Context: an optimization exercise on an open-source flow, tuned for small area. The choices shown serve that exercise and are no tape-out recipe.
The RTL was checked by simulation tests, not by an equivalence proof against the original design.

[design/flow/standard.sh]
#!/bin/bash
# synth_recipe.tcl (not shown) runs the flow's synth.tcl, then flattens the netlist and writes it again
# the make line also repeats each setting of config.mk as NAME=value (left out here)
make -C /OpenROAD-flow-scripts/flow DESIGN_CONFIG=/design/flow/config.mk WORK_HOME=/design/flow/orfs CLKGATE_MAP_FILE= SYNTH_SCRIPT=/design/flow/synth_recipe.tcl "${@:-finish}"
[design/flow/flow/post_resize.tcl]
# trade the spare setup slack for smaller cells
repair_timing -recover_power 100 -verbose
[design/flow/design.v]
package motion_overlay_pkg;
    localparam int coord_width = 10;
    typedef logic [coord_width-1:0] coord_t;
    typedef struct packed {
        coord_t x;
        coord_t y;
    } point_t;
    typedef struct packed {
        logic   de;
        coord_t x;
        coord_t y;
    } raster_t;
    typedef struct packed {
        logic   valid;
        point_t pos;
    } shot_mark_t;
    localparam int shot_mark_width = 1 + 2 * coord_width;
    typedef logic [15:0] rgb565_t;
    typedef struct packed {
        logic [3:0] r;
        logic [3:0] g;
        logic [3:0] b;
    } rgb444_t;
    localparam int fb_shift = 2;
    localparam int fb_addr_width = $clog2(160 * 120);
    typedef logic [fb_addr_width-1:0] fb_addr_t;
    localparam int ring_inner_sq = 256;
    localparam int ring_outer_sq = 400;
    localparam int cross_half_width = 2;
    localparam int shot_radius_sq = 144;
    localparam logic [3:0] motion_tint = 4'd3;
endpackage
`timescale 1ns/10ps
module rc_sub #(
    parameter int W = 8
) (
    input  logic [W-1:0] a,
    input  logic [W-1:0] b,
    output logic [W-1:0] d,
    output logic         nb
);
    logic [W:0] c;
    assign c[0] = 1'b1;
    for (genvar j = 0; j < W; j++) begin : g_bit
        assign d[j]   = a[j] ^ ~b[j] ^ c[j];
        assign c[j+1] = (a[j] & ~b[j]) | (a[j] & c[j]) | (~b[j] & c[j]);
    end
    assign nb = c[W];
endmodule
module rc_addc #(
    parameter int W = 8
) (
    input  logic [W-1:0] a,
    input  logic [W-1:0] b,
    input  logic         ci,
    output logic [W-1:0] s,
    output logic         co
);
    logic [W:0] c;
    assign c[0] = ci;
    for (genvar j = 0; j < W; j++) begin : g_bit
        assign s[j]   = a[j] ^ b[j] ^ c[j];
        assign c[j+1] = (a[j] & b[j]) | (a[j] & c[j]) | (b[j] & c[j]);
    end
    assign co = c[W];
endmodule
module rc_add #(
    parameter int W  = 8,
    parameter int WB = 8
) (
    input  logic [W-1:0]  a,
    input  logic [WB-1:0] b,
    input  logic          ci,
    output logic [W-1:0]  s
);
    logic [W:0] c;
    assign c[0] = ci;
    for (genvar j = 0; j < W; j++) begin : g_bit
        if (j < WB) begin : g_fa
            assign s[j]   = a[j] ^ b[j] ^ c[j];
            assign c[j+1] = (a[j] & b[j]) | (a[j] & c[j]) | (b[j] & c[j]);
        end else begin : g_ha
            assign s[j]   = a[j] ^ c[j];
            assign c[j+1] = a[j] & c[j];
        end
    end
endmodule
module centroid_tracker (
    input  logic       clk,
    input  logic       reset,
    input  logic       active,
    input  logic       frame_end,
    input  logic [9:0] px,
    input  logic [8:0] py,
    input  logic       motion_flag,
    output logic [9:0] ncx,    
    output logic [8:0] ncy,
    output logic       motion_valid
);
    logic [18:0] count;
    logic        pend;
    logic        hit;
    logic [18:0] count_b;
    logic [18:0] count_n;
    logic        qr;
    logic        at1023;
    logic [19:0] ax, ay;
    logic [9:0]  qx;
    logic [8:0]  qy;
    assign hit     = active & motion_flag;
    assign count_b = count & {19{~pend}};
    rc_add #(.W(19), .WB(1)) u_add_n (.a(count_b), .b(1'b0), .ci(hit), .s(count_n));
    assign qr     = |count_b[18:10];
    assign at1023 = &count_b[9:0] & ~qr;
    always_ff @(posedge clk or posedge reset) begin
        if (reset)
            pend <= 1'b1;
        else
            pend <= frame_end;
    end
    always_ff @(posedge clk) begin
        count <= count_n;
    end
    mean_axis #(.XW(10)) u_mx (
        .clk(clk), .pend(pend), .hit(hit), .x(px & {10{hit}}),
        .count_n(count_n), .qr(qr), .conv(hit & at1023), .a(ax), .q(qx)
    );
    mean_axis #(.XW(9)) u_my (
        .clk(clk), .pend(pend), .hit(hit), .x(py & {9{hit}}),
        .count_n(count_n), .qr(qr), .conv(hit & at1023), .a(ay), .q(qy)
    );
    logic        qr_f;
    logic [19:0] num;
    logic [9:0]  quo;
    logic [9:0]  cx_f;
    logic [8:0]  cy_f;
    assign qr_f = |count[18:10];
    assign num  = pend ? ay : ax;
    small_div u_div (.num(num), .den(count[9:0]), .quo(quo));
    assign cx_f = qr_f ? qx : quo;
    assign cy_f = qr_f ? qy : quo[8:0];
    logic [8:0] ncy_q;
    always_ff @(posedge clk) begin
        if (frame_end) ncx <= ~cx_f;
        if (pend) ncy_q <= ~cy_f;
    end
    assign ncy = pend ? ~cy_f : ncy_q;
    always_ff @(posedge clk or posedge reset) begin
        if (reset)
            motion_valid <= 1'b0;
        else if (frame_end)
            motion_valid <= |count_b;
    end
endmodule
module mean_axis #(
    parameter int XW = 10
) (
    input  logic          clk,
    input  logic          pend,
    input  logic          hit,
    input  logic [XW-1:0] x,         
    input  logic [18:0]   count_n,   
    input  logic          qr,        
    input  logic          conv,      
    output logic [19:0]   a,
    output logic [XW-1:0] q
);
    logic [19:0]   a_b;
    logic [XW-1:0] q_b;
    logic [XW:0]   d;
    logic [19:0]   t;
    logic [19:0]   u;
    logic          sgn;
    logic          dec, inc;
    logic [XW-1:0] q_pm;
    logic [19:0]   a_n;
    logic [XW-1:0] q_n;
    assign a_b = a & {20{~pend}};
    assign q_b = q & {XW{~pend}};
    rc_addc #(.W(XW+1)) u_d (.a({1'b0, x}), .b(~{1'b0, q_b & {XW{hit}}}), .ci(1'b1), .s(d), .co());
    rc_addc #(.W(20)) u_t (.a(a_b), .b({{(19-XW){d[XW]}}, d}), .ci(1'b0), .s(t), .co());
    assign sgn = t[19];
    rc_addc #(.W(20)) u_u (.a(t), .b({1'b0, count_n} ^ {20{~sgn}}), .ci(~sgn), .s(u), .co());
    assign dec = qr & sgn;
    assign inc = qr & ~sgn & ~u[19];
    rc_addc #(.W(XW)) u_q (.a(q_b), .b({XW{dec}}), .ci(inc), .s(q_pm), .co());
    assign a_n = conv ? {10'd0, t[9:0]} : ((dec | inc) ? u : t);
    assign q_n = q_pm | (t[XW+9:10] & {XW{conv}});
    always_ff @(posedge clk) begin
        a <= a_n;
        q <= q_n;
    end
endmodule
module small_div (
    input  logic [19:0] num,
    input  logic [9:0]  den,
    output logic [9:0]  quo
);
    logic [19:0] rem [11];
    assign rem[10] = num;
    for (genvar i = 9; i >= 0; i--) begin : g_stage
        logic [10:0] part;
        logic [10:0] diff;
        logic        ge;
        assign part = rem[i+1][i+10:i];
        rc_addc #(.W(11)) u_sub (.a(part), .b(~{1'b0, den}), .ci(1'b1), .s(diff), .co(ge));
        assign quo[i] = ge;
        always_comb begin
            rem[i] = rem[i+1];
            if (ge) rem[i][i+10:i] = diff;
        end
    end
endmodule
`timescale 1ns/10ps
module shot_recorder #(
    parameter int SHOT_DEPTH = 6
) (
    input  logic                    clk,
    input  logic                    reset,
    input  logic                    shot_btn,
    input  logic [9:0]              ncx,
    input  logic [8:0]              ncy,
    input  logic                    motion_valid,
    output logic [SHOT_DEPTH-1:0]   sv,
    output logic [SHOT_DEPTH*10-1:0] sx,
    output logic [SHOT_DEPTH*9-1:0]  sy
);
    logic btn_meta;
    logic btn_sync;
    logic record;
    always_ff @(posedge clk or posedge reset) begin
        if (reset) begin
            btn_meta <= 1'b0;
            btn_sync <= 1'b0;
        end else begin
            btn_meta <= shot_btn;
            btn_sync <= btn_meta;
        end
    end
    assign record = btn_meta & ~btn_sync & motion_valid;
    always_ff @(posedge clk or posedge reset) begin
        if (reset)
            sv <= '0;
        else if (record)
            sv <= {sv[SHOT_DEPTH-2:0], 1'b1};
    end
    always_ff @(posedge clk) begin
        if (record) begin
            sx <= {sx[(SHOT_DEPTH-1)*10-1:0], ncx};
            sy <= {sy[(SHOT_DEPTH-1)*9-1:0], ncy};
        end
    end
endmodule
`timescale 1ns/10ps
module overlay_mixer #(
    parameter int SHOT_DEPTH = 6
) (
    input  logic                     active,
    input  logic [9:0]               px,
    input  logic [9:0]               py,
    input  logic                     motion_flag,
    input  logic [15:0]              img_data,
    input  logic [9:0]               ncx,    
    input  logic [8:0]               ncy,
    input  logic                     motion_valid,
    input  logic [SHOT_DEPTH-1:0]    sv,
    input  logic [SHOT_DEPTH*10-1:0] sx,     
    input  logic [SHOT_DEPTH*9-1:0]  sy,
    output logic [14:0]              fb_addr,
    output logic [11:0]              rgb
);
    logic [9:0] px16, px32;
    logic [8:0] py16, py32;
    rc_add #(.W(6), .WB(1)) u_px16 (.a(px[9:4]), .b(1'b1), .ci(1'b0), .s(px16[9:4]));
    rc_add #(.W(5), .WB(1)) u_px32 (.a(px[9:5]), .b(1'b1), .ci(1'b0), .s(px32[9:5]));
    rc_add #(.W(5), .WB(1)) u_py16 (.a(py[8:4]), .b(1'b1), .ci(1'b0), .s(py16[8:4]));
    rc_add #(.W(4), .WB(1)) u_py32 (.a(py[8:5]), .b(1'b1), .ci(1'b0), .s(py32[8:5]));
    assign px16[3:0] = px[3:0];
    assign px32[4:0] = px[4:0];
    assign py16[3:0] = py[3:0];
    assign py32[4:0] = py[4:0];
    logic [9:0] fb_a, fb_hi;
    rc_add #(.W(10), .WB(9)) u_fb0 (.a({1'b0, py[8:2], 2'b00}), .b({2'b00, py[8:2]}), .ci(1'b0), .s(fb_a));
    rc_add #(.W(10), .WB(3)) u_fb1 (.a(fb_a), .b(px[9:7]), .ci(1'b0), .s(fb_hi));
    assign fb_addr = {fb_hi, px[6:2]} & {15{active}};
    logic [9:0] rtx;
    logic [8:0] rty;
    logic       on_reticle;
    rc_addc #(.W(10)) u_rx (.a(px32), .b(ncx), .ci(1'b1), .s(rtx), .co());
    rc_addc #(.W(9))  u_ry (.a(py32), .b(ncy), .ci(1'b1), .s(rty), .co());
    logic       in_ret;
    reticle_fn u_ret (.tx(rtx[5:0]), .ty(rty[5:0]), .hit(in_ret));
    assign on_reticle = motion_valid && rtx[9:6] == 4'd0 && rty[8:6] == 3'd0 && in_ret;
    logic [SHOT_DEPTH-1:0] shot_hit;
    for (genvar i = 0; i < SHOT_DEPTH; i++) begin : g_shot
        logic [9:0] tx;
        logic [8:0] ty;
        rc_addc #(.W(10)) u_sx (.a(px16), .b(sx[i*10 +: 10]), .ci(1'b1), .s(tx), .co());
        rc_addc #(.W(9))  u_sy (.a(py16), .b(sy[i*9 +: 9]), .ci(1'b1), .s(ty), .co());
        logic in_disc;
        disc_fn u_disc (.tx(tx[4:0]), .ty(ty[4:0]), .hit(in_disc));
        assign shot_hit[i] = sv[i] && tx[9:5] == 5'd0 && ty[8:5] == 4'd0 && in_disc;
    end
    always_comb begin
        rgb = 12'h000;
        if (active) begin
            if (on_reticle)
                rgb = 12'hf00;
            else if (|shot_hit)
                rgb = 12'h000;
            else if (motion_flag)
                rgb = {img_data[15:12] + 4'd3, img_data[10:7], img_data[4:1]};
            else
                rgb = {img_data[15:12], img_data[10:7], img_data[4:1]};
        end
    end
endmodule
module disc_fn (
    input  logic [4:0] tx,
    input  logic [4:0] ty,
    output logic       hit
);
    logic new_n12;
    logic new_n13;
    logic new_n14;
    logic new_n15;
    logic new_n16;
    logic new_n17;
    logic new_n18;
    logic new_n19;
    logic new_n20;
    logic new_n21;
    logic new_n22;
    logic new_n23;
    logic new_n24;
    logic new_n25;
    logic new_n26;
    logic new_n27;
    logic new_n28;
    logic new_n29;
    logic new_n30;
    logic new_n31;
    logic new_n32;
    logic new_n33;
    logic new_n34;
    logic new_n35;
    logic new_n36;
    logic new_n37;
    logic new_n38;
    logic new_n39;
    logic new_n40;
    logic new_n41;
    logic new_n42;
    logic new_n43;
    logic new_n44;
    logic new_n45;
    logic new_n46;
    logic new_n47;
    logic new_n48;
    logic new_n49;
    logic new_n50;
    logic new_n51;
    logic new_n52;
    logic new_n53;
    logic new_n54;
    logic new_n55;
    logic new_n56;
    logic new_n57;
    logic new_n58;
    logic new_n59;
    logic new_n60;
    assign new_n12 = ty[3] & ~ty[4];
    assign new_n13 = ~ty[3] & ty[4];
    assign new_n14 = ~new_n12 & ~new_n13;
    assign new_n15 = ~ty[1] & ty[2];
    assign new_n16 = ~ty[0] & new_n15;
    assign new_n17 = ty[2] & ~ty[4];
    assign new_n18 = ~ty[2] & ty[4];
    assign new_n19 = ~new_n17 & ~new_n18;
    assign new_n20 = ~new_n16 & new_n19;
    assign new_n21 = ~tx[0] & ~tx[1];
    assign new_n22 = ~tx[2] & new_n21;
    assign new_n23 = new_n16 & ~new_n22;
    assign new_n24 = ~new_n20 & ~new_n23;
    assign new_n25 = ty[0] & ty[2];
    assign new_n26 = ty[1] & ~new_n25;
    assign new_n27 = ~new_n15 & ~new_n26;
    assign new_n28 = tx[2] & ~new_n21;
    assign new_n29 = tx[0] & tx[1];
    assign new_n30 = ~ty[0] & ~new_n29;
    assign new_n31 = new_n28 & ~new_n30;
    assign new_n32 = ~new_n27 & new_n31;
    assign new_n33 = new_n24 & ~new_n32;
    assign new_n34 = new_n14 & ~new_n33;
    assign new_n35 = ~tx[3] & ~new_n34;
    assign new_n36 = ty[0] & new_n21;
    assign new_n37 = new_n27 & ~new_n36;
    assign new_n38 = new_n21 & ~new_n37;
    assign new_n39 = tx[0] & ty[0];
    assign new_n40 = new_n19 & ~new_n39;
    assign new_n41 = new_n27 & new_n40;
    assign new_n42 = ~new_n14 & ~new_n41;
    assign new_n43 = ~new_n38 & new_n42;
    assign new_n44 = new_n20 & new_n29;
    assign new_n45 = ~new_n28 & ~new_n44;
    assign new_n46 = new_n43 & new_n45;
    assign new_n47 = ~new_n35 & ~new_n46;
    assign new_n48 = tx[4] & ~new_n47;
    assign new_n49 = ~tx[1] & new_n20;
    assign new_n50 = tx[2] & ~new_n49;
    assign new_n51 = new_n43 & new_n50;
    assign new_n52 = ~tx[3] & ~new_n51;
    assign new_n53 = tx[4] & ~new_n22;
    assign new_n54 = tx[1] & ~ty[0];
    assign new_n55 = ~tx[2] & ~new_n54;
    assign new_n56 = ~new_n37 & new_n55;
    assign new_n57 = new_n24 & ~new_n56;
    assign new_n58 = new_n14 & ~new_n57;
    assign new_n59 = ~new_n53 & ~new_n58;
    assign new_n60 = ~new_n52 & new_n59;
    assign hit = new_n48 | new_n60;
endmodule
module reticle_fn (
    input  logic [5:0] tx,
    input  logic [5:0] ty,
    output logic       hit
);
    logic new_n14;
    logic new_n15;
    logic new_n16;
    logic new_n17;
    logic new_n18;
    logic new_n19;
    logic new_n20;
    logic new_n21;
    logic new_n22;
    logic new_n23;
    logic new_n24;
    logic new_n25;
    logic new_n26;
    logic new_n27;
    logic new_n28;
    logic new_n29;
    logic new_n30;
    logic new_n31;
    logic new_n32;
    logic new_n33;
    logic new_n34;
    logic new_n35;
    logic new_n36;
    logic new_n37;
    logic new_n38;
    logic new_n39;
    logic new_n40;
    logic new_n41;
    logic new_n42;
    logic new_n43;
    logic new_n44;
    logic new_n45;
    logic new_n46;
    logic new_n47;
    logic new_n48;
    logic new_n49;
    logic new_n50;
    logic new_n51;
    logic new_n52;
    logic new_n53;
    logic new_n54;
    logic new_n55;
    logic new_n56;
    logic new_n57;
    logic new_n58;
    logic new_n59;
    logic new_n60;
    logic new_n61;
    logic new_n62;
    logic new_n63;
    logic new_n64;
    logic new_n65;
    logic new_n66;
    logic new_n67;
    logic new_n68;
    logic new_n69;
    logic new_n70;
    logic new_n71;
    logic new_n72;
    logic new_n73;
    logic new_n74;
    logic new_n75;
    logic new_n76;
    logic new_n77;
    logic new_n78;
    logic new_n79;
    logic new_n80;
    logic new_n81;
    logic new_n82;
    logic new_n83;
    logic new_n84;
    logic new_n85;
    logic new_n86;
    logic new_n87;
    logic new_n88;
    logic new_n89;
    logic new_n90;
    logic new_n91;
    logic new_n92;
    logic new_n93;
    logic new_n94;
    logic new_n95;
    logic new_n96;
    logic new_n97;
    logic new_n98;
    logic new_n99;
    logic new_n100;
    logic new_n101;
    logic new_n102;
    logic new_n103;
    logic new_n104;
    logic new_n105;
    logic new_n106;
    logic new_n107;
    logic new_n108;
    logic new_n109;
    logic new_n110;
    logic new_n111;
    logic new_n112;
    logic new_n113;
    logic new_n114;
    logic new_n115;
    logic new_n116;
    logic new_n117;
    logic new_n118;
    logic new_n119;
    logic new_n120;
    logic new_n121;
    logic new_n122;
    logic new_n123;
    logic new_n124;
    logic new_n125;
    logic new_n126;
    logic new_n127;
    logic new_n128;
    logic new_n129;
    logic new_n130;
    logic new_n131;
    logic new_n132;
    logic new_n133;
    logic new_n134;
    logic new_n135;
    logic new_n136;
    logic new_n137;
    logic new_n138;
    logic new_n139;
    logic new_n140;
    logic new_n141;
    logic new_n142;
    logic new_n143;
    logic new_n144;
    assign new_n14 = ty[2] & ty[3];
    assign new_n15 = ~ty[4] & new_n14;
    assign new_n16 = ~ty[0] & ~ty[1];
    assign new_n17 = ty[2] & ~new_n16;
    assign new_n18 = ~ty[3] & ty[4];
    assign new_n19 = ~new_n17 & new_n18;
    assign new_n20 = ~new_n15 & ~new_n19;
    assign new_n21 = ~ty[2] & ~ty[3];
    assign new_n22 = ~new_n14 & ~new_n21;
    assign new_n23 = ~ty[1] & ~ty[2];
    assign new_n24 = ty[0] & ty[1];
    assign new_n25 = ty[2] & new_n24;
    assign new_n26 = ~new_n23 & ~new_n25;
    assign new_n27 = ~ty[0] & ty[1];
    assign new_n28 = new_n26 & ~new_n27;
    assign new_n29 = ~new_n22 & ~new_n28;
    assign new_n30 = ty[4] & ~ty[5];
    assign new_n31 = ~ty[4] & ty[5];
    assign new_n32 = ~new_n30 & ~new_n31;
    assign new_n33 = tx[0] & tx[1];
    assign new_n34 = ~tx[0] & ~tx[1];
    assign new_n35 = ~ty[0] & ~new_n34;
    assign new_n36 = ~new_n33 & ~new_n35;
    assign new_n37 = ~new_n20 & new_n36;
    assign new_n38 = new_n32 & ~new_n37;
    assign new_n39 = new_n29 & ~new_n38;
    assign new_n40 = ty[4] & new_n21;
    assign new_n41 = new_n16 & new_n40;
    assign new_n42 = ~new_n39 & ~new_n41;
    assign new_n43 = ~ty[3] & ~ty[5];
    assign new_n44 = ty[3] & ty[5];
    assign new_n45 = ~new_n43 & ~new_n44;
    assign new_n46 = new_n26 & ~new_n45;
    assign new_n47 = ~new_n29 & ~new_n46;
    assign new_n48 = ~new_n32 & ~new_n47;
    assign new_n49 = ~new_n16 & ~new_n48;
    assign new_n50 = ~new_n42 & ~new_n49;
    assign new_n51 = ~tx[0] & ~ty[0];
    assign new_n52 = ~new_n20 & ~new_n51;
    assign new_n53 = ~new_n34 & ~new_n52;
    assign new_n54 = ~new_n33 & ~new_n53;
    assign new_n55 = ~new_n27 & new_n48;
    assign new_n56 = new_n54 & new_n55;
    assign new_n57 = ~new_n50 & ~new_n56;
    assign new_n58 = ~tx[0] & ~new_n57;
    assign new_n59 = ~new_n41 & new_n48;
    assign new_n60 = tx[1] & ~new_n28;
    assign new_n61 = ~new_n59 & ~new_n60;
    assign new_n62 = new_n16 & new_n30;
    assign new_n63 = new_n45 & ~new_n62;
    assign new_n64 = tx[1] & ~new_n63;
    assign new_n65 = ~tx[0] & ~new_n64;
    assign new_n66 = new_n15 & ~new_n16;
    assign new_n67 = ~new_n40 & ~new_n66;
    assign new_n68 = ~new_n32 & new_n67;
    assign new_n69 = new_n60 & ~new_n68;
    assign new_n70 = ~new_n65 & ~new_n69;
    assign new_n71 = ~new_n61 & new_n70;
    assign new_n72 = ~new_n58 & ~new_n71;
    assign new_n73 = tx[1] & ~new_n26;
    assign new_n74 = ~new_n20 & new_n73;
    assign new_n75 = tx[2] & ~new_n74;
    assign new_n76 = ~new_n72 & new_n75;
    assign new_n77 = new_n52 & new_n64;
    assign new_n78 = new_n42 & ~new_n77;
    assign new_n79 = ~tx[2] & ~new_n78;
    assign new_n80 = ~new_n76 & ~new_n79;
    assign new_n81 = ~new_n20 & ~new_n80;
    assign new_n82 = ~new_n48 & new_n67;
    assign new_n83 = ~new_n28 & ~new_n46;
    assign new_n84 = ~new_n82 & new_n83;
    assign new_n85 = ~new_n81 & new_n84;
    assign new_n86 = ~ty[2] & new_n16;
    assign new_n87 = ~new_n45 & ~new_n86;
    assign new_n88 = ~new_n82 & ~new_n87;
    assign new_n89 = tx[2] & new_n33;
    assign new_n90 = new_n88 & ~new_n89;
    assign new_n91 = ~tx[2] & ~new_n33;
    assign new_n92 = ~new_n38 & new_n91;
    assign new_n93 = ~new_n90 & ~new_n92;
    assign new_n94 = ~tx[3] & new_n93;
    assign new_n95 = ~new_n85 & new_n94;
    assign new_n96 = tx[3] & new_n80;
    assign new_n97 = ~tx[4] & ~new_n96;
    assign new_n98 = ~new_n95 & new_n97;
    assign new_n99 = tx[0] & new_n28;
    assign new_n100 = ~tx[1] & ~new_n99;
    assign new_n101 = tx[0] & new_n22;
    assign new_n102 = ~new_n26 & new_n101;
    assign new_n103 = ~new_n87 & ~new_n102;
    assign new_n104 = ~new_n100 & ~new_n103;
    assign new_n105 = ~tx[3] & tx[4];
    assign new_n106 = new_n16 & new_n21;
    assign new_n107 = new_n34 & new_n106;
    assign new_n108 = tx[2] & ~new_n107;
    assign new_n109 = new_n105 & ~new_n108;
    assign new_n110 = new_n68 & new_n109;
    assign new_n111 = ~new_n104 & new_n110;
    assign new_n112 = tx[5] & ~new_n111;
    assign new_n113 = ~new_n98 & new_n112;
    assign new_n114 = tx[2] & ~new_n32;
    assign new_n115 = ~new_n88 & ~new_n114;
    assign new_n116 = ~tx[1] & tx[4];
    assign new_n117 = ~new_n115 & ~new_n116;
    assign new_n118 = new_n34 & ~new_n42;
    assign new_n119 = ~tx[2] & ~new_n84;
    assign new_n120 = ~new_n118 & new_n119;
    assign new_n121 = ~new_n93 & ~new_n120;
    assign new_n122 = ~new_n117 & ~new_n121;
    assign new_n123 = ~new_n28 & new_n33;
    assign new_n124 = ~new_n103 & ~new_n123;
    assign new_n125 = new_n34 & ~new_n106;
    assign new_n126 = tx[2] & ~new_n125;
    assign new_n127 = new_n20 & new_n126;
    assign new_n128 = ~new_n124 & new_n127;
    assign new_n129 = ~tx[4] & ~new_n128;
    assign new_n130 = tx[3] & ~new_n129;
    assign new_n131 = ~new_n122 & new_n130;
    assign new_n132 = new_n57 & new_n75;
    assign new_n133 = ~tx[0] & ~new_n63;
    assign new_n134 = ~new_n28 & new_n133;
    assign new_n135 = ~new_n100 & ~new_n134;
    assign new_n136 = new_n54 & ~new_n135;
    assign new_n137 = new_n59 & ~new_n136;
    assign new_n138 = new_n68 & ~new_n135;
    assign new_n139 = ~tx[2] & ~new_n138;
    assign new_n140 = ~new_n137 & new_n139;
    assign new_n141 = new_n105 & ~new_n140;
    assign new_n142 = ~new_n132 & new_n141;
    assign new_n143 = ~tx[5] & ~new_n142;
    assign new_n144 = ~new_n131 & new_n143;
    assign hit = ~new_n113 & ~new_n144;
endmodule
`timescale 1ns/10ps
module motion_overlay_top #(
    parameter int SHOT_DEPTH = 6
) (
    input  logic                         clk,
    input  logic                         reset,
    input  motion_overlay_pkg::raster_t  pixel,
    input  logic                         motion_flag,
    input  logic                         shot_btn,
    input  motion_overlay_pkg::rgb565_t  img_data,
    output motion_overlay_pkg::fb_addr_t fb_addr,
    output motion_overlay_pkg::rgb444_t  rgb
);
    logic                    active;
    logic                    frame_end;
    logic [9:0]              ncx;
    logic [8:0]              ncy;
    logic                    motion_valid;
    logic [SHOT_DEPTH-1:0]   sv;
    logic [SHOT_DEPTH*10-1:0] sx;
    logic [SHOT_DEPTH*9-1:0]  sy;
    assign active = pixel.de && !(pixel.x[9] && (pixel.x[8] || pixel.x[7])) &&
                    !pixel.y[9] && !(&pixel.y[8:5]);
    assign frame_end = (pixel.x == 10'd640) && (pixel.y == 10'd480);
    centroid_tracker u_tracker (
        .clk         (clk),
        .reset       (reset),
        .active      (active),
        .frame_end   (frame_end),
        .px          (pixel.x),
        .py          (pixel.y[8:0]),
        .motion_flag (motion_flag),
        .ncx         (ncx),
        .ncy         (ncy),
        .motion_valid(motion_valid)
    );
    shot_recorder #(.SHOT_DEPTH(SHOT_DEPTH)) u_shots (
        .clk         (clk),
        .reset       (reset),
        .shot_btn    (shot_btn),
        .ncx         (ncx),
        .ncy         (ncy),
        .motion_valid(motion_valid),
        .sv          (sv),
        .sx          (sx),
        .sy          (sy)
    );
    overlay_mixer #(.SHOT_DEPTH(SHOT_DEPTH)) u_mixer (
        .active      (active),
        .px          (pixel.x),
        .py          (pixel.y),
        .motion_flag (motion_flag),
        .img_data    (img_data),
        .ncx         (ncx),
        .ncy         (ncy),
        .motion_valid(motion_valid),
        .sv          (sv),
        .sx          (sx),
        .sy          (sy),
        .fb_addr     (fb_addr),
        .rgb         (rgb)
    );
endmodule
`timescale 1ns/10ps
module motion_overlay_chip (
    input  logic        clk,
    input  logic        reset,
    input  logic        pixel_de,
    input  logic [9:0]  pixel_x,
    input  logic [9:0]  pixel_y,
    input  logic        motion_flag,
    input  logic        shot_btn,
    input  logic [15:0] img_data,
    output logic [14:0] fb_addr,
    output logic [11:0] rgb
);
    motion_overlay_pkg::raster_t pixel;
    motion_overlay_pkg::rgb444_t rgb_s;
    assign pixel.de = pixel_de;
    assign pixel.x  = pixel_x;
    assign pixel.y  = pixel_y;
    assign rgb      = rgb_s;
    motion_overlay_top u_top (
        .clk        (clk),
        .reset      (reset),
        .pixel      (pixel),
        .motion_flag(motion_flag),
        .shot_btn   (shot_btn),
        .img_data   (img_data),
        .fb_addr    (fb_addr),
        .rgb        (rgb_s)
    );
endmodule
[design/flow/constraint.sdc]
create_clock -name core_clock -period 100.0 [get_ports {clk}]
set_input_delay 20.0000 -clock core_clock [delete_from_list [all_inputs] [get_ports {clk}]]
set_output_delay 20.0000 -clock core_clock [all_outputs]
set_load 0.01 [all_outputs]
[design/flow/flow/run.sh]
#!/bin/bash
# Standard layout, with plain buf_1 cells as the port buffers and a
# power-recovery (cell downsizing) pass after the placement resize step.
set -o pipefail
cp standard.sh flow/standard.sh.txt 2>/dev/null
export BUFFER_PORTS_ARGS="-buffer_cell sky130_fd_sc_hd__buf_1"
export POST_RESIZE_TCL="$PWD/flow/post_resize.tcl"
bash standard.sh > standard.log 2>&1
[design/flow/config.mk]
export PLATFORM = sky130hd
export DESIGN_NAME = motion_overlay_chip
export DESIGN_NICKNAME = motion_overlay_chip
export VERILOG_FILES = /design/flow/design.v
export SDC_FILE = /design/flow/constraint.sdc
export NUM_CORES = 4
export LEC_CHECK = 0
export CAP_MARGIN = 20
export CORE_MARGIN = 2
export CORE_UTILIZATION = 40
export CTS_BUF_LIST = sky130_fd_sc_hd__clkbuf_8
export CTS_CLUSTER_DIAMETER = 60
export CTS_CLUSTER_SIZE = 12
export SLEW_MARGIN = 20
==> key figures, run 1 <==
Flow run
  • Max_cap viols: 0

Yosys
  • #FFs+latches synth: 221
  • Asr flop ratio synth: 4.525%
  • Syn avg cell area: 10.74 um2
  • Register area share after synthesis: 28.77%
  • Synthesized cell area: 19870 um2
  • Post-synth EDFFs: 124
  • Leading area contributor after synthesis: fa_1
  • Area contributors post-synth: fa_1 (30%), edfxtp_1 (19%), dfxtp_1 (8.8%), inv_1 (4.6%), ha_1 (4.5%)
  • Synth warnings: 7
  • Synth Flop Type: edfxtp_1
  • Synthesized Nets: 2261
  • Share of the synthesized area in the top cell type: 30.02%
  • Post-Syn Instances: 1850
  • Post-synthesis cell type count: 82

Critical path
  • Worst Path Arrival: 51.21 ns
  • Reg2reg start: u_top.u_tracker.pend$_DFF_PP1_
  • Worst Setup EP: rgb[7]
  • Crit path largest cell delay: a little under 1 ns
  • Crit path from: u_top.u_tracker.pend$_DFF_PP1_
  • Reg2reg path depth: about 130
  • CP Capture Type: primary output
  • Crit path kind: reg -> out
  • Worst r2r dst: u_top.u_shots.sy[0]$_DFFE_PP_
  • Critical path's slowest cell: dfstp_4
  • Worst reg-to-reg setup slack: between 50 and 60 ns
  • Most used cell, CP: fa_1
  • Critical path fanouts, max: 59
  • Critical Path Source Type: flop
  • Worst EP required: around 80 ns

STA
  • Setup tns final: 0 ns
  • Slew Limit Fails: 0
  • Unrepaired setup endpoints after global routing: false
  • Worst Clk Skew: 0.02396 ns
  • Final setup viols: 0
  • Slew headroom: 30.41%
  • Final hold viol count: 0
  • Worst Tran Pin Value: slightly above 1 ns
  • Min cycle time layout: 71.21 ns
  • Fmax: 14.04 MHz
  • Period utilisation layout: 71.21%

Clocking
  • Resized cells post-CTS: 0
  • H-tree depth: 1
  • Clk sinks: 221
  • Clk Latency, worst-skew pair: 0.57 ns
  • Root Driver: clkbuf_8
  • Clock slew seen by the registers of the worst setup and hold paths: 0.08 ns
  • CTS Buffer Depth: 3
  • Setup bufs post-CTS: 0
  • CTS tree: done
  • # hold bufs at CTS: 0
  • Num CTS Buffers: 23

GRT
  • Initial antenna violation count: 2
  • Tot GR Track Use: 19.50%
  • Largest net degree at the start of global routing: 85
  • Number of global-route vias before repair: 14020
  • Overflow after GRT: 0
  • First-pass GRT wire length: 77600 um

Min path
  • Hold Path Origin: u_top.u_shots.btn_meta$_DFF_PP0_
  • Worst Hold Class: reg -> reg

Die
  • Core footprint: 48950 um2
  • Die height: ~230 um
  • Io pins: between 60 and 70
  • Chip width: 226.9 um
  • DIE AREA: 51480 um2
  • Initial Util: 40.60%
  • Row count: 81

Routing
  • Pre-antenna DRT Iters: 5
  • Drc violations: 0
  • DR vias/cell: 5.219
  • Final WL: 47560 um
  • Via count: 13420
  • Final ANT Viol Nets: 0
  • 1st-iter DRT viols: 811
  • Avg WL per Cell: 18.49 um

Final layout
  • Area of the multi-input gates: 12940 um2
  • Sequential cell area: ~5700 um2
  • Area Overhead vs Synth: 7.033%
  • Nets: 2303
  • # fillers: about 4700
  • Layout cell share with drive strength beyond 1: 6.453%
  • Core Util, Final: 43.45%

Placement
  • IO buf count: between 60 and 70
  • Gpl congestion: 0.8958
  • DP Wirelength: 38160 um

Status
  • Outcome: complete, no violations
==> worst min path at each step <==
| stage | end | slack (ns) | depth (start not counted) |
|---|---|---|---|
| after floorplan | u_top.u_shots.btn_sync$_DFF_PP0_ | 0.35 | 0 |
| after global placement | u_top.u_shots.btn_sync$_DFF_PP0_ | 0.37 | 0 |
| after detailed placement | u_top.u_shots.btn_sync$_DFF_PP0_ | 0.37 | 0 |
| after CTS | u_top.u_shots.btn_sync$_DFF_PP0_ | 0.39 | 0 |
| after global routing | u_top.u_shots.btn_sync$_DFF_PP0_ | 0.42 | 0 |
| final | u_top.u_shots.btn_sync$_DFF_PP0_ | 0.38 | 0 |
==> cells in the mapped netlist, types with 4 or more instances <==
cell,count
fa_1,298
inv_1,246
nand2_1,151
edfxtp_1,124
nor2_1,92
dfxtp_1,87
a21oi_1,84
xnor2_1,74
ha_1,72
o21ai_0,60
nor2b_1,58
mux2_2,54
clkbuf_1,48
and2_1,27
and3_1,26
mux2i_1,25
a211oi_1,24
nor3_1,23
a21o_1,22
nand4_1,18
o22ai_1,17
nand2b_1,16
nand3_1,16
xor2_1,14
o211ai_1,13
o21a_1,13
dfrtp_1,9
nor4_1,9
o221ai_1,9
a31oi_1,8
buf_1,6
mux2_4,6
o31ai_1,6
a21boi_0,5
a221oi_1,5
or2_2,5
buf_4,4
buf_6,4
nand3b_1,4
o21ba_2,4
o2bb2ai_1,4
==> metrics by stage <==
| stage | hold WS (ns) | cells | instance area (um2) | setup slack [ns] |
|---|---|---|---|---|
| after floorplan | 0.3538 | 1850 | 19870 | 34.55 |
| after global routing | 0.4212 | 2572 | 21270 | 25.48 |
| after global placement | 0.3665 | 2528 | 20800 | 31.29 |
| after detailed placement | 0.3722 | 2528 | 20730 | 27.96 |
| final | 0.3844 | 2572 | 21270 | 28.79 |
| after CTS | 0.3901 | 2567 | 21170 | 27.33 |
==> sequential cells by signal, summed over array words and instances, names as in the netlist <==
signal	flops
u_top.u_shots.sx	60
u_top.u_shots.sy	54
u_top.u_tracker.u_mx.a	20
u_top.u_tracker.u_my.a	20
u_top.u_tracker.count	19
u_top.u_tracker.ncx	10
u_top.u_tracker.u_mx.q	10
u_top.u_tracker.ncy_q	9
u_top.u_tracker.u_my.q	9
u_top.u_shots.sv	6
u_top.u_shots.btn_meta	1
u_top.u_shots.btn_sync	1
u_top.u_tracker.motion_valid	1
u_top.u_tracker.pend	1
==> kinds of logic (layout without fill, tap and decap cells) <==
family	count (synthesis)	in the layout	synth area share, %
simple gates	466	466	11.66
fa+ha+maj	370	370	34.55
buf+inv	313	369	6.158
compound gates	305	305	10.07
flops	221	221	28.77
xor+xnor	88	88	3.878
mux	87	87	4.911
other cells	0	2	0
==> cell type report <==
cell class                      count  share of cell area (%)
Inverter                          248                   4.394
Timing Repair Buffer               82                   1.894
Tap cell                          664                   3.906
Antenna cell                        2                 0.02353
Clock inverter                     16                  0.5706
Sequential cell                   221                   26.89
Clock buffer                       23                   1.488
Multi-Input combinational cell   1316                   60.83
==> per-layer routing <==
layer,track usage [%],vias to the layer above,part of all wire [%]
met5,0,-,0
met4,5.581,0,2.8
met3,2.009,71,3.6
met2,34.42,301,52
met1,25.34,6791,42
li1,-,6259,-
==> worst max-delay path, delay by kind of cell (launching register included) <==
| kind | cells | cell delay [ns] |
|---|---|---|
| adder cells (fa/ha/maj) | 89 | 34.90 |
| AO/OA/AOI/OAI | 24 | 5.32 |
| multiplexers | 9 | 3.69 |
| AND/OR/NAND/NOR | 16 | 3.46 |
| buffers and inverters | 19 | 2.16 |
| flip-flops | 1 | 0.98 |
==> placed cells by master, fill, tap and decap left out, drive strengths merged, types with 5 or more instances in the layout <==
master / instances
nor2: 93
dfrtp: 9
or2: 5
nand2: 151
xor2: 14
a221oi: 5
o22ai: 18
edfxtp: 124
mux2i: 27
nand3: 16
fa: 298
and3: 26
o21a: 13
nor3: 23
o21ai: 62
clkbuf: 32
inv: 256
nand2b: 16
mux2: 60
a21boi: 6
ha: 72
nor4: 10
a21o: 22
a31oi: 8
a21oi: 84
xnor2: 74
o31ai: 6
o211ai: 13
dfxtp: 87
nor2b: 58
nand4: 18
buf: 73
o21ba: 5
a211oi: 24
and2: 28
o221ai: 9
==> run 2, diff against run 1 <==
==> design/flow/flow/run.sh (replaced) <==
#!/bin/bash
# Own layout flow: the standard flow, with three changes.
#  1. After the standard synthesis, the combinational logic between the
#     registers and adder cells is remapped for area: fapol2.py flips
#     full-adder cells to the polarity that needs the fewest inverters
#     (a full adder is self-dual), then yosys/ABC remaps the plain logic
#     (resynth.ys, resynth.abc).  Registers, adder cells and tie cells are
#     kept as the standard synthesis made them (same instances, names, types).
#  2. Ports are buffered with buf_1 cells instead of clkdlybuf4s50_1.
#  3. A power-recovery (downsizing) pass runs after the placement resize.
# Each tool's output goes to a log file of its own in this folder.
set -euo pipefail
R=$PWD/orfs/results/${FLOW_PLATFORM}/motion_overlay_chip/base
ln -sf $FLOW_HOME/platforms/${FLOW_PLATFORM}/lib/sky130_fd_sc_hd__tt_025C_1v80.lib lib.lib
YOSYS=$FLOW_HOME/../tools/install/yosys/bin/yosys
[ -x "$YOSYS" ] || YOSYS=yosys
export BUFFER_PORTS_ARGS="-buffer_cell sky130_fd_sc_hd__buf_1"
export POST_RESIZE_TCL="$PWD/flow/post_resize.tcl"

# standard synthesis only
bash standard.sh $R/1_2_yosys.v > standard_synth.log 2>&1
cp $R/1_2_yosys.v std_1_2_yosys.v

# fa polarity, then remap of the plain logic, then a read-back check
python3 flow/fapol2.py std_1_2_yosys.v fapol_1_2_yosys.v --flex > fapol.log 2>&1
$YOSYS -q -l resynth.log -s flow/resynth.ys > /dev/null 2>&1
$YOSYS -q -l resynth_check.log -s flow/resynth_check.ys > /dev/null 2>&1
cp resynth_1_2_yosys.v $R/1_2_yosys.v
touch $R/1_2_yosys.v

# rest of the standard flow from the new netlist
bash standard.sh > standard.log 2>&1
==> design/flow/flow/fapol2.py (new file) <==
#!/usr/bin/env python3
"""Remove inverters around the full-adder cells of a flat gate-level netlist.

A full adder is self-dual: FA(~a, ~b, ~c) = (~sum, ~cout).  Each fa cell
may therefore be flipped (all three inputs and both outputs complemented)
without changing what the netlist computes.  The script groups nets that
differ only by inverters into signals, picks a polarity for every fa cell
that minimises the number of signals needing an inverter (simulated
annealing), and rebuilds the inverters of the signals it touches.

usage: fapol2.py in.v out.v
"""
import re, sys, random, math
from collections import defaultdict

INV = re.compile(r'^sky130_fd_sc_hd__(clk)?inv_\d+$')
FA = re.compile(r'^sky130_fd_sc_hd__fa_\d+$')
OUTPINS = {'X', 'Y', 'Q', 'Q_N', 'SUM', 'COUT', 'HI', 'LO'}

src = open(sys.argv[1]).read()
assert src.count('endmodule') == 1, 'expects one flat module'
m = re.search(r'\bmodule\b.*?\bendmodule\b', src, re.S)
head, body, tail = src[:m.start()], src[m.start():m.end()], src[m.end():]

cell_re = re.compile(r'^(\s*)(sky130_fd_sc_hd__\w+)\s+(\S+)\s*\((.*?)\);\n', re.S | re.M)
pin_re = re.compile(r'\.(\w+)\(([^()]*)\)')
cells, order, pieces, pos = {}, [], [], 0
for cm in cell_re.finditer(body):
    pieces.append(body[pos:cm.start()])
    typ, name, pins = cm.group(2), cm.group(3), cm.group(4)
    cells[name] = [typ, {k: v.strip() for k, v in pin_re.findall(pins)}]
    order.append(name)
    pieces.append(('CELL', name))
    pos = cm.end()
pieces.append(body[pos:])
text = ''.join(p for p in pieces if isinstance(p, str))

inputs, outputs = set(), set()
for d in re.finditer(r'^\s*(input|output|inout)\s+(\[[^\]]*\]\s*)?([^;]+);', text, re.M):
    for n in d.group(3).split(','):
        (inputs if d.group(1) == 'input' else outputs).add(n.strip())
fixed = set()
for a in re.finditer(r'^\s*assign\s+(.*?)=(.*?);', text, re.M):
    for side in (a.group(1), a.group(2)):
        for tok in re.findall(r'\\\S+(?:\s*\[\d+\])?|[A-Za-z_][\w$]*(?:\s*\[\d+\])?', side):
            fixed.add(tok.strip())

def base(net):
    return re.sub(r'\s*\[\d+\]$', '', net)

def isconst(x):
    return x.startswith("1'")

drv = {}
loads = defaultdict(list)
for n in order:
    typ, pins = cells[n]
    for p, net in pins.items():
        if net == '' or isconst(net):
            continue
        if p in OUTPINS:
            drv[net] = (n, p)
        else:
            loads[net].append((n, p))

# signal classes: follow inverters back to the root net
def root(net):
    pol = 0
    seen = set()
    while True:
        d = drv.get(net)
        if d and INV.match(cells[d[0]][0]) and net not in seen:
            seen.add(net)
            net = cells[d[0]][1]['A']
            pol ^= 1
        else:
            return net, pol

allnets = set(drv) | set(loads)
cls = defaultdict(list)          # root -> [(net, pol)]
netinfo = {}
for net in allnets:
    r, p = root(net)
    netinfo[net] = (r, p)
    cls[r].append((net, p))

fa_cells = [n for n in order if FA.match(cells[n][0])]

# consumers of each class: (cell, pin, polarity it gets now); inverters excluded
cons = defaultdict(list)
for r, nets in cls.items():
    for net, p in nets:
        for c, q in loads.get(net, []):
            if INV.match(cells[c][0]):
                continue
            cons[r].append((c, q, p))

# classes we may rebuild: driven by a plain cell output or an input port,
# no assign involvement, every output-port net at a single polarity
def rebuildable(r):
    if any(net in fixed for net, p in cls[r]):
        return False
    if isconst(r):
        return False
    d = drv.get(r)
    if d is None and base(r) not in inputs:
        return False
    pols = set(p for net, p in cls[r] if base(net) in outputs)
    names = [net for net, p in cls[r] if base(net) in outputs]
    if len(names) > 1:
        return False
    return True

ok = {r: rebuildable(r) for r in cls}

# an fa cell may flip only if all its pins sit on rebuildable classes
flippable = []
for f in fa_cells:
    pins = cells[f][1]
    good = True
    for q in ('A', 'B', 'CIN', 'SUM', 'COUT'):
        x = pins.get(q, '')
        if isconst(x):
            continue
        if x not in netinfo or not ok[netinfo[x][0]]:
            good = False
    if good:
        flippable.append(f)
fidx = {f: i for i, f in enumerate(flippable)}

# driver polarity of class r given flips: the driver net's polarity is 0;
# if the driver is a flipped fa output the physical output becomes 1
def drv_fa(r):
    d = drv.get(r)
    if d and d[0] in fidx:
        return fidx[d[0]]
    return None

classes = [r for r in cls if ok[r]]
cls_drvfa = {r: drv_fa(r) for r in classes}
RIGID = re.compile(r'^sky130_fd_sc_hd__(fa|ha|s?e?df\w*|conb)_\d+$')
FLEX = '--flex' in sys.argv
cls_cons = {}
for r in classes:
    lst = []
    for c, q, p in cons[r]:
        if FLEX and not RIGID.match(cells[c][0]):
            continue      # plain logic: a later ABC run takes either polarity
        lst.append((fidx.get(c) if q in ('A', 'B', 'CIN') else None, p))
    # output port nets are consumers at their polarity
    for net, p in cls[r]:
        if base(net) in outputs:
            lst.append((None, p))
    cls_cons[r] = lst

touch = defaultdict(set)
for r in classes:
    if cls_drvfa[r] is not None:
        touch[cls_drvfa[r]].add(r)
    for fi, p in cls_cons[r]:
        if fi is not None:
            touch[fi].add(r)

flip = [0] * len(flippable)

def cost(r):
    d = flip[cls_drvfa[r]] if cls_drvfa[r] is not None else 0
    for fi, p in cls_cons[r]:
        need = p ^ (flip[fi] if fi is not None else 0)
        if need != d:
            return 1
    return 0

total = sum(cost(r) for r in classes)
start = total
best, bestflip = total, flip[:]
random.seed(1)
N = len(flippable)
T = 2.0
steps = 200000 if N else 0
for it in range(steps):
    i = random.randrange(N)
    rs = touch[i]
    before = sum(cost(r) for r in rs)
    flip[i] ^= 1
    after = sum(cost(r) for r in rs)
    dlt = after - before
    if dlt <= 0 or random.random() < math.exp(-dlt / T):
        total += dlt
        if total < best:
            best, bestflip = total, flip[:]
    else:
        flip[i] ^= 1
    T = max(0.02, 2.0 * (1 - it / steps))
flip = bestflip
sys.stderr.write('fapol2: %d fa cells, %d flippable, inverted signals %d -> %d\n'
                 % (len(fa_cells), N, start, best))

# rebuild: touched classes (those with any flippable fa, or whose inverter
# set changes) get fresh inverters
newid = [0]
def newname(prefix):
    newid[0] += 1
    return '_fapol_%s%d_' % (prefix, newid[0])

changed = set()
for i, f in enumerate(flippable):
    if flip[i]:
        changed |= touch[i]
newnets = []
for r in changed:
    nets = cls[r]
    d = flip[cls_drvfa[r]] if cls_drvfa[r] is not None else 0
    # needed polarities
    need = set([d])
    cons_new = []
    for c, q, p in cons[r]:
        fi = fidx.get(c) if q in ('A', 'B', 'CIN') else None
        np_ = p ^ (flip[fi] if fi is not None else 0)
        cons_new.append((c, q, np_))
        need.add(np_)
    port = {p: net for net, p in nets if base(net) in outputs}
    need |= set(port)
    # names per polarity
    name = {}
    for P in need:
        if P in port:
            name[P] = port[P]
        elif P == 0 and (drv.get(r) is None):
            name[P] = r            # input port keeps its name as polarity 0
        else:
            cand = [net for net, p in nets if p == P and base(net) not in outputs and base(net) not in inputs]
            if cand:
                name[P] = sorted(cand, key=lambda x: (x != r, x))[0]
            else:
                name[P] = newname('n'); newnets.append(name[P])
    if drv.get(r) is None and d in name and name[d] != r:
        # input port must stay the driver net of polarity 0
        name[d] = r
    # remove old inverters of this class
    for net, p in nets:
        dd = drv.get(net)
        if dd and INV.match(cells[dd[0]][0]) and dd[0] in cells:
            del cells[dd[0]]
            order.remove(dd[0])
    # driver
    dd = drv.get(r)
    if dd is not None:
        cells[dd[0]][1][dd[1]] = name[d]
    for c, q, np_ in cons_new:
        cells[c][1][q] = name[np_]
    if 1 - d in name:
        n = newname('inv')
        cells[n] = ['sky130_fd_sc_hd__inv_1', {'A': name[d], 'Y': name[1 - d]}]
        order.append(n)

# constant inputs of flipped fa cells
cinv = {"1'h0": "1'h1", "1'h1": "1'h0", "1'b0": "1'b1", "1'b1": "1'b0"}
for i, f in enumerate(flippable):
    if flip[i]:
        for q in ('A', 'B', 'CIN'):
            x = cells[f][1][q]
            if x in cinv:
                cells[f][1][q] = cinv[x]

ninv = sum(1 for n in order if INV.match(cells[n][0]))
sys.stderr.write('fapol2: inverter cells now %d\n' % ninv)

def fmt(n):
    typ, pins = cells[n]
    return '  %s %s (\n%s\n  );\n' % (typ, n, ',\n'.join('    .%s(%s)' % (k, v + (' ' if v.startswith('\\') else '')) for k, v in pins.items()))
out, seen = [], set()
for p in pieces:
    if isinstance(p, str):
        out.append(p)
    elif p[1] in cells:
        out.append(fmt(p[1])); seen.add(p[1])
txt = ''.join(out)
i = txt.rfind('endmodule')
txt = txt[:i] + ''.join(fmt(n) for n in order if n not in seen) + txt[i:]
j = txt.index(');') + 2
txt = txt[:j] + '\n' + ''.join('  wire %s;\n' % n for n in newnets) + txt[j:]
open(sys.argv[2], 'w').write(head + txt + tail)
==> design/flow/flow/resynth.abc (new file) <==
strash
dch -f
amap
strash
dch -f
amap
strash
dch -f
amap
topo
==> design/flow/flow/resynth.ys (new file) <==
# remap the plain logic of fapol_1_2_yosys.v; registers, adder cells and tie
# cells stay as they are (blackboxes); lib.lib is the platform's liberty file
read_liberty -ignore_miss_func lib.lib
read_verilog fapol_1_2_yosys.v
hierarchy -top motion_overlay_chip
blackbox sky130_fd_sc_hd__*df* sky130_fd_sc_hd__fa_* sky130_fd_sc_hd__ha_* sky130_fd_sc_hd__conb_*
flatten
opt_clean
stat -liberty lib.lib
abc -script flow/resynth.abc -liberty lib.lib -dont_use sky130_fd_sc_hd__probe_p_8 -dont_use sky130_fd_sc_hd__probec_p_8 -dont_use sky130_fd_sc_hd__lpflow_bleeder_1 -dont_use sky130_fd_sc_hd__lpflow_clkbufkapwr_1 -dont_use sky130_fd_sc_hd__lpflow_clkbufkapwr_16 -dont_use sky130_fd_sc_hd__lpflow_clkbufkapwr_2 -dont_use sky130_fd_sc_hd__lpflow_clkbufkapwr_4 -dont_use sky130_fd_sc_hd__lpflow_clkbufkapwr_8 -dont_use sky130_fd_sc_hd__lpflow_clkinvkapwr_1 -dont_use sky130_fd_sc_hd__lpflow_clkinvkapwr_16 -dont_use sky130_fd_sc_hd__lpflow_clkinvkapwr_2 -dont_use sky130_fd_sc_hd__lpflow_clkinvkapwr_4 -dont_use sky130_fd_sc_hd__lpflow_clkinvkapwr_8 -dont_use sky130_fd_sc_hd__lpflow_decapkapwr_12 -dont_use sky130_fd_sc_hd__lpflow_decapkapwr_3 -dont_use sky130_fd_sc_hd__lpflow_decapkapwr_4 -dont_use sky130_fd_sc_hd__lpflow_decapkapwr_6 -dont_use sky130_fd_sc_hd__lpflow_decapkapwr_8 -dont_use sky130_fd_sc_hd__lpflow_inputiso0n_1 -dont_use sky130_fd_sc_hd__lpflow_inputiso0p_1 -dont_use sky130_fd_sc_hd__lpflow_inputiso1n_1 -dont_use sky130_fd_sc_hd__lpflow_inputiso1p_1 -dont_use sky130_fd_sc_hd__lpflow_inputisolatch_1 -dont_use sky130_fd_sc_hd__lpflow_isobufsrc_1 -dont_use sky130_fd_sc_hd__lpflow_isobufsrc_16 -dont_use sky130_fd_sc_hd__lpflow_isobufsrc_2 -dont_use sky130_fd_sc_hd__lpflow_isobufsrc_4 -dont_use sky130_fd_sc_hd__lpflow_isobufsrc_8 -dont_use sky130_fd_sc_hd__lpflow_isobufsrckapwr_16 -dont_use sky130_fd_sc_hd__lpflow_lsbuf_lh_hl_isowell_tap_1 -dont_use sky130_fd_sc_hd__lpflow_lsbuf_lh_hl_isowell_tap_2 -dont_use sky130_fd_sc_hd__lpflow_lsbuf_lh_hl_isowell_tap_4 -dont_use sky130_fd_sc_hd__lpflow_lsbuf_lh_isowell_4 -dont_use sky130_fd_sc_hd__lpflow_lsbuf_lh_isowell_tap_1 -dont_use sky130_fd_sc_hd__lpflow_lsbuf_lh_isowell_tap_2 -dont_use sky130_fd_sc_hd__lpflow_lsbuf_lh_isowell_tap_4 
opt_clean -purge
hilomap -singleton -hicell sky130_fd_sc_hd__conb_1 HI -locell sky130_fd_sc_hd__conb_1 LO
insbuf -buf sky130_fd_sc_hd__buf_4 A X
select motion_overlay_chip
write_verilog -noattr -nohex -nodec -selected resynth_1_2_yosys.v
==> design/flow/flow/resynth_check.ys (new file) <==
# the remapped netlist must read back as platform cells only
read_liberty -lib lib.lib
read_verilog resynth_1_2_yosys.v
hierarchy -check -top motion_overlay_chip
check -assert -mapped
stat -liberty lib.lib
==> run 2 against run 1 <==
Design area is 5.3% lower; via count is 1.0% lower; register-to-register slack worse by 1.8 ns; sequential share of layout area is 1.5 points higher; non-clock buffer count is 20 higher; area after synthesis is 7.3% lower.
==> key figures, run 2 <==
STA
  • Slew headroom: between 20% and 30%
  • Period utilisation layout: 72.81%
  • Unrepaired setup endpoints after global routing: false
  • Fmax: 13.73 MHz
  • Slew Limit Fails: 0
  • Final setup viols: 0
  • Worst Clk Skew: 0.01822 ns
  • Setup tns final: 0 ns
  • Min cycle time layout: 72.81 ns
  • Final hold viol count: 0
  • Worst Tran Pin Value: 1.129 ns
  • Worst setup margin: 27.19 ns

GRT
  • Initial antenna violation count: 1
  • First-pass GRT wire length: 75470 um
  • Overflow after GRT: 0
  • Tot GR Track Use: 20.48%
  • Largest net degree at the start of global routing: 82
  • Number of global-route vias before repair: approximately 14000

Critical path
  • Critical Path Source Type: flop
  • Crit path kind: reg -> out
  • Most used cell, CP: fa_1
  • Critical path's slowest cell: a211oi_1
  • Worst EP required: 80.00 ns
  • Worst Path Arrival: 52.81 ns
  • CP Capture Type: primary output
  • Critical path fanouts, max: 43
  • Crit path largest cell delay: 0.78 ns

Die
  • Core footprint: 45380 um2
  • Row count: ~80
  • DIE AREA: 47790 um2
  • Chip width: 218.6 um
  • Io pins: 68
  • Initial Util: 40.60%
  • Die height: 218.6 um

Final layout
  • Nets: 2247
  • Most common cell after layout, fill and taps aside: fa_1
  • Largest registers: u_top.u_shots.sx: 60 flops, u_top.u_shots.sy: 54 flops
  • Area Overhead vs Synth: 9.312%
  • ANT cells: 0
  • Top reg by flops: u_top.u_shots.sx
  • Most frequent cells in the layout: fa_1 (298), nor2_1 (221), clkinv_1 (207), edfxtp_1 (124), a21oi_1 (92)
  • Max reg flops: 60
  • # fillers: 4314
  • Final Cell Area: 20140 um2
  • Final cell count without fillers: roughly 2500
  • Layout cell share with drive strength beyond 1: under 10%

Placement
  • DP Area: 19620 um2
  • DP Wirelength: roughly 38000 um
  • DP Cell Count: 2407
  • Gpl congestion: 0.9012
  • Pre-CTS setup slack: 25.98 ns
  • IO buf count: 63

Status
  • Outcome: complete, no violations

Clocking
  • Clock slew seen by the registers of the worst setup and hold paths: 0.08 ns
  • H-tree depth: 1
  • CTS tree: done
  • Setup bufs post-CTS: 0
  • Num CTS Buffers: 24
  • Clk sinks: 221
  • Clk Latency, worst-skew pair: 0.59 ns
  • # hold bufs at CTS: 0
  • Resized cells post-CTS: 0
  • Root Driver: clkbuf_8
  • CTS Buffer Depth: 3

Routing
  • Via count: 13280
  • Final ANT Viol Nets: 0
  • DR vias/cell: around 5.4
  • Drc violations: 0
  • Pre-antenna DRT Iters: 6
  • Final WL: 46620 um
  • 1st-iter DRT viols: 802
  • Avg WL per Cell: 19.01 um

Yosys
  • Syn avg cell area: 10.78 um2
  • Post-Syn Instances: 1709
  • Synthesized cell area: 18420 um2
  • Synthesized Nets: 2120
  • Synth warnings: 7

Flow run
  • Max_cap viols: 0

Min path
  • Worst Hold Class: reg -> reg
run 2: cell types whose count changed in the layout (fill, tap and decap cells not counted), moves of 47 or more:
cell	before	now
inv_1	256	11
clkinv_1	2	207
nor2_1	93	221
xnor2_1	72	0
o22ai_1	17	81
nand2_1	151	89
o22a_1	1	60
mux2_2	47	0
run 2: final cells by class:
class                      instances  area [um2]  area share, %
clock buffer                      26       357.8          1.777
clock inverter                    16       81.33         0.4039
inverter                         207       777.0          3.858
multi-input combinational       1280       11940          59.29
sequential                       221        5717          28.39
tap                              600       750.7          3.728
timing repair buffer             102       515.5          2.560
run 2: critical path: cells and delay by family (launching register included):
kind | cells | cell delay [ns]
buf+inv | 15 | 4.61
flops | 1 | 0.36
fa+ha+maj | 90 | 37.90
simple gates | 15 | 3.34
compound gates | 26 | 5.93
run 2: layer usage:
layer / part of all wire [%] / wire [um] / GRT usage, % / up-vias
li1: - / - / - / 6295
met4: 4.0 / 1876 / 7.483 / 0
met3: 4.1 / 1894 / 2.213 / 72
met1: 41 / 19200 / 26.27 / 6586
met5: 0 / 0 / 0 / -
met2: 51 / 23650 / 35.75 / 329
run 2: metrics by stage:
step	util [%]	hold slack [ns]
global route	44.38	0.4187
finish	44.38	0.3853
CTS	44.20	0.3967
detailed placement	43.23	0.3827
floorplan	-	0.3540
global placement	43.40	0.3624
run 2: final timing paths:
| check | start | endpoint | slack, ns | cells past startpoint |
|---|---|---|---|---|
| worst max-delay path | u_top.u_tracker.pend$_DFF_PP1_ | rgb[2] | 27.19 | 146 |
| worst min-delay path | u_top.u_shots.btn_meta$_DFF_PP0_ | u_top.u_shots.btn_sync$_DFF_PP0_ | 0.39 | 0 |
| worst max register to register | u_top.u_tracker.pend$_DFF_PP1_ | u_top.u_shots.sy[0]$_DFFE_PP_ | 53.04 | 131 |
| worst min register to register | u_top.u_shots.btn_meta$_DFF_PP0_ | u_top.u_shots.btn_sync$_DFF_PP0_ | 0.39 | 0 |
| max in group asynchronous | reset | u_top.u_tracker.pend$_DFF_PP1_ | 80.39 | 2 |
| min in group asynchronous | reset | u_top.u_shots.sv[1]$_DFFE_PP0P_ | 19.32 | 2 |
==> run 3, diff against run 2 <==
--- a/design/flow/flow/run.sh
+++ b/design/flow/flow/run.sh
@@ -4,7 +4,7 @@
 #     registers and adder cells is remapped for area: fapol2.py flips
 #     full-adder cells to the polarity that needs the fewest inverters
 #     (a full adder is self-dual), then yosys/ABC remaps the plain logic
-#     (resynth.ys, resynth.abc).  Registers, adder cells and tie cells are
+#     (resynth.ys, resynth.abc).  Registers, full-adder and tie cells are
 #     kept as the standard synthesis made them (same instances, names, types).
 #  2. Ports are buffered with buf_1 cells instead of clkdlybuf4s50_1.
 #  3. A power-recovery (downsizing) pass runs after the placement resize.
--- a/design/flow/flow/fapol2.py
+++ b/design/flow/flow/fapol2.py
@@ -138,7 +138,7 @@
 
 classes = [r for r in cls if ok[r]]
 cls_drvfa = {r: drv_fa(r) for r in classes}
-RIGID = re.compile(r'^sky130_fd_sc_hd__(fa|ha|s?e?df\w*|conb)_\d+$')
+RIGID = re.compile(r'^sky130_fd_sc_hd__(fa|s?e?df\w*|conb)_\d+$')
 FLEX = '--flex' in sys.argv
 cls_cons = {}
 for r in classes:
==> design/flow/flow/resynth.abc (replaced) <==
&get -n
&deepsyn -T 120
&put
dch -f
amap
topo
--- a/design/flow/flow/resynth.ys
+++ b/design/flow/flow/resynth.ys
@@ -1,9 +1,10 @@
-# remap the plain logic of fapol_1_2_yosys.v; registers, adder cells and tie
-# cells stay as they are (blackboxes); lib.lib is the platform's liberty file
+# remap the plain logic (half adders included) of fapol_1_2_yosys.v; registers,
+# full-adder and tie cells stay as they are (blackboxes); lib.lib is the
+# platform liberty file
 read_liberty -ignore_miss_func lib.lib
 read_verilog fapol_1_2_yosys.v
 hierarchy -top motion_overlay_chip
-blackbox sky130_fd_sc_hd__*df* sky130_fd_sc_hd__fa_* sky130_fd_sc_hd__ha_* sky130_fd_sc_hd__conb_*
+blackbox sky130_fd_sc_hd__*df* sky130_fd_sc_hd__fa_* sky130_fd_sc_hd__conb_*
 flatten
 opt_clean
 stat -liberty lib.lib
--- a/design/flow/config.mk
+++ b/design/flow/config.mk
@@ -5,10 +5,10 @@
 export SDC_FILE = /design/flow/constraint.sdc
 export NUM_CORES = 4
 export LEC_CHECK = 0
-export CAP_MARGIN = 20
+export CAP_MARGIN = 0
 export CORE_MARGIN = 2
 export CORE_UTILIZATION = 40
 export CTS_BUF_LIST = sky130_fd_sc_hd__clkbuf_8
 export CTS_CLUSTER_DIAMETER = 60
 export CTS_CLUSTER_SIZE = 12
-export SLEW_MARGIN = 20
+export SLEW_MARGIN = 0
==> run 3 against run 2 <==
Still clean on timing, DRC and antenna; clock skew increased by 0.020 ns; fmax fell by 7.2%; non-clock buffer count is 1 lower; core utilization fell by 0.19 points.
==> key figures, run 3 <==
STA
  • Period utilisation layout: 78.45%
  • Worst Clk Skew: 0.03822 ns
  • Slew Limit Fails: 0
  • Worst Tran Pin Value: 1.227 ns
  • Fmax: around 13 MHz
  • Final hold viol count: 0
  • Min cycle time layout: 78.45 ns
  • Final setup viols: 0
  • Unrepaired setup endpoints after global routing: false
  • Setup tns final: 0 ns
  • Slew headroom: 18.17%

Die
  • Chip width: 215.1 um
  • Initial Util: around two fifths
  • Core footprint: 44120 um2
  • Die height: 215.1 um
  • Io pins: 68
  • Row count: 77
  • DIE AREA: 46270 um2

Final layout
  • Most common cell after layout, fill and taps aside: fa_1
  • Sequential cell area: 5717 um2
  • Most frequent cells in the layout: fa_1 (298), nor2_1 (225), clkinv_1 (192), nand2_1 (130), edfxtp_1 (124)
  • Layout cell share with drive strength beyond 1: under 10%
  • Area of the multi-input gates: 11410 um2
  • Max reg flops: 60
  • ANT cells: 0
  • Largest registers: u_top.u_shots.sx: 60 flops, u_top.u_shots.sy: 54 flops
  • Nets: 2149
  • # fillers: 4300
  • Area Overhead vs Synth: 9.392%
  • Core Util, Final: 44.19%
  • Top reg by flops: u_top.u_shots.sx

Critical path
  • Worst EP required: 80.00 ns
  • Crit path largest cell delay: 0.77 ns
  • Top delay family on crit path: adder cells
  • Worst Path Arrival: 58.45 ns
  • Critical path's slowest cell: clkbuf_2
  • Critical path fanouts, max: 39
  • CP Capture Type: primary output
  • Critical Path Source Type: flop
  • Most used cell, CP: fa_1
  • Buf+Inv Stages, Crit Path: 22
  • Reg2reg path depth: about 140
  • WP depth: 164
  • Crit path kind: reg -> out

Clocking
  • # hold bufs at CTS: 0
  • CTS Buffer Depth: 3
  • Num CTS Buffers: 24
  • H-tree depth: 1
  • Clock slew seen by the registers of the worst setup and hold paths: 0.08 ns
  • Clk sinks: 221
  • CTS tree: done
  • Root Driver: clkbuf_8
  • Resized cells post-CTS: 0
  • Setup bufs post-CTS: 0
  • Clk Latency, worst-skew pair: 0.59 ns

GRT
  • Initial antenna violation count: 0
  • Overflow after GRT: 0
  • First-pass GRT wire length: approximately 74000 um
  • Number of global-route vias before repair: 13520
  • Tot GR Track Use: 20.37%
  • Largest net degree at the start of global routing: 66

Min path
  • Hold Crit Depth: 0
  • Worst Hold Class: reg -> reg

Placement
  • DP Wirelength: 36760 um
  • IO buf count: 63
  • Gpl congestion: 0.8826

Routing
  • Avg WL per Cell: 18.91 um
  • Pre-antenna DRT Iters: 5
  • Final ANT Viol Nets: 0
  • Drc violations: 0
  • DR vias/cell: roughly 5.4
  • Via count: 13150
  • 1st-iter DRT viols: 713
  • Final WL: 45720 um

Yosys
  • Syn avg cell area: 10.59 um2
  • Post-Syn Instances: 1683
  • Synth warnings: 7
  • Synthesized Nets: just over 2000
  • Synthesized cell area: 17820 um2

Status
  • Outcome: complete, no violations

Flow run
  • Max_cap viols: 0
[run 3: path summary, 6_finish.rpt]
kind | startpoint | slack, ns | to
hold / removal | u_top.u_shots.btn_meta$_DFF_PP0_ | 0.38 | u_top.u_shots.btn_sync$_DFF_PP0_
min in group asynchronous | reset | 19.32 | u_top.u_shots.sv[4]$_DFFE_PP0P_
setup / recovery | u_top.u_tracker.pend$_DFF_PP1_ | 21.55 | rgb[5]
max in group asynchronous | reset | 80.36 | u_top.u_tracker.pend$_DFF_PP1_
hold reg to reg | u_top.u_shots.btn_meta$_DFF_PP0_ | 0.38 | u_top.u_shots.btn_sync$_DFF_PP0_
setup reg to reg | u_top.u_tracker.pend$_DFF_PP1_ | 48.61 | u_top.u_shots.sy[0]$_DFFE_PP_
[run 3: metal layers]
metal	wire, um	vias to the layer above	GRT usage, %	part of all wire, %
met5	0	-	0	0
met4	1554	0	6.437	3.4
met3	1350	68	1.925	3.0
met1	19120	6617	26.03	42
li1	-	6217	-	-
met2	23690	251	36.50	52
[run 3: layout make-up]
cell class | instances | area share, %
Clock buffer | 25 | 1.765
Clock inverter | 17 | 0.4620
Inverter | 192 | 3.696
Multi-Input combinational cell | 1270 | 58.51
Sequential cell | 221 | 29.32
Tap cell | 592 | 3.799
Timing Repair Buffer | 101 | 2.451
[run 3: metrics by stage]
stage / hold WS, ns / cells / setup slack (ns) / cell area (um2)
2_1_floorplan: 0.3540 / 1683 / 29.67 / 17820
3_3_place_gp: 0.3640 / 2375 / 27.10 / 19100
3_5_place_dp: 0.3635 / 2375 / 20.62 / 19040
4_1_cts: 0.3824 / 2417 / 19.71 / 19470
5_1_grt: 0.3990 / 2418 / 18.15 / 19500
6_report: 0.3776 / 2418 / 21.55 / 19500

## re-timing with driven ports
The results above use ideal ports. As a check the final layouts listed here were re-extracted and re-timed, cells and wires unchanged. Step 1 assumes that a clkbuf_16 drives the clock port and a buf_2 every other input. Step 2, shift: input delay + t, output delay - t, t = (earliest + latest rising clock arrival at the registers) / 2. This alone moves slack from input paths to output paths. a / b / c = no drivers / after step 1 / after step 2; a / b = the first two.
| run | t, ns | slack for setup (ns) | hold slack, ns | slew at the worst register clock pin (ns) | pins driven straight from the clock port |
|---|---|---|---|---|---|
| run 1 | 0.620 | 28.788 / 28.731 / 29.351 | 0.384 / 0.384 / 0.384 | 0.09 / 0.09 | 1 |
| run 2 | 0.631 | 27.185 / 27.131 / 27.762 | 0.385 / 0.385 / 0.385 | 0.09 / 0.09 | 1 |
| run 3 | 0.628 | 21.546 / 21.493 / 22.121 | 0.378 / 0.378 / 0.378 | 0.10 / 0.10 | 1 |
After both steps setup and hold are still met in every run listed.
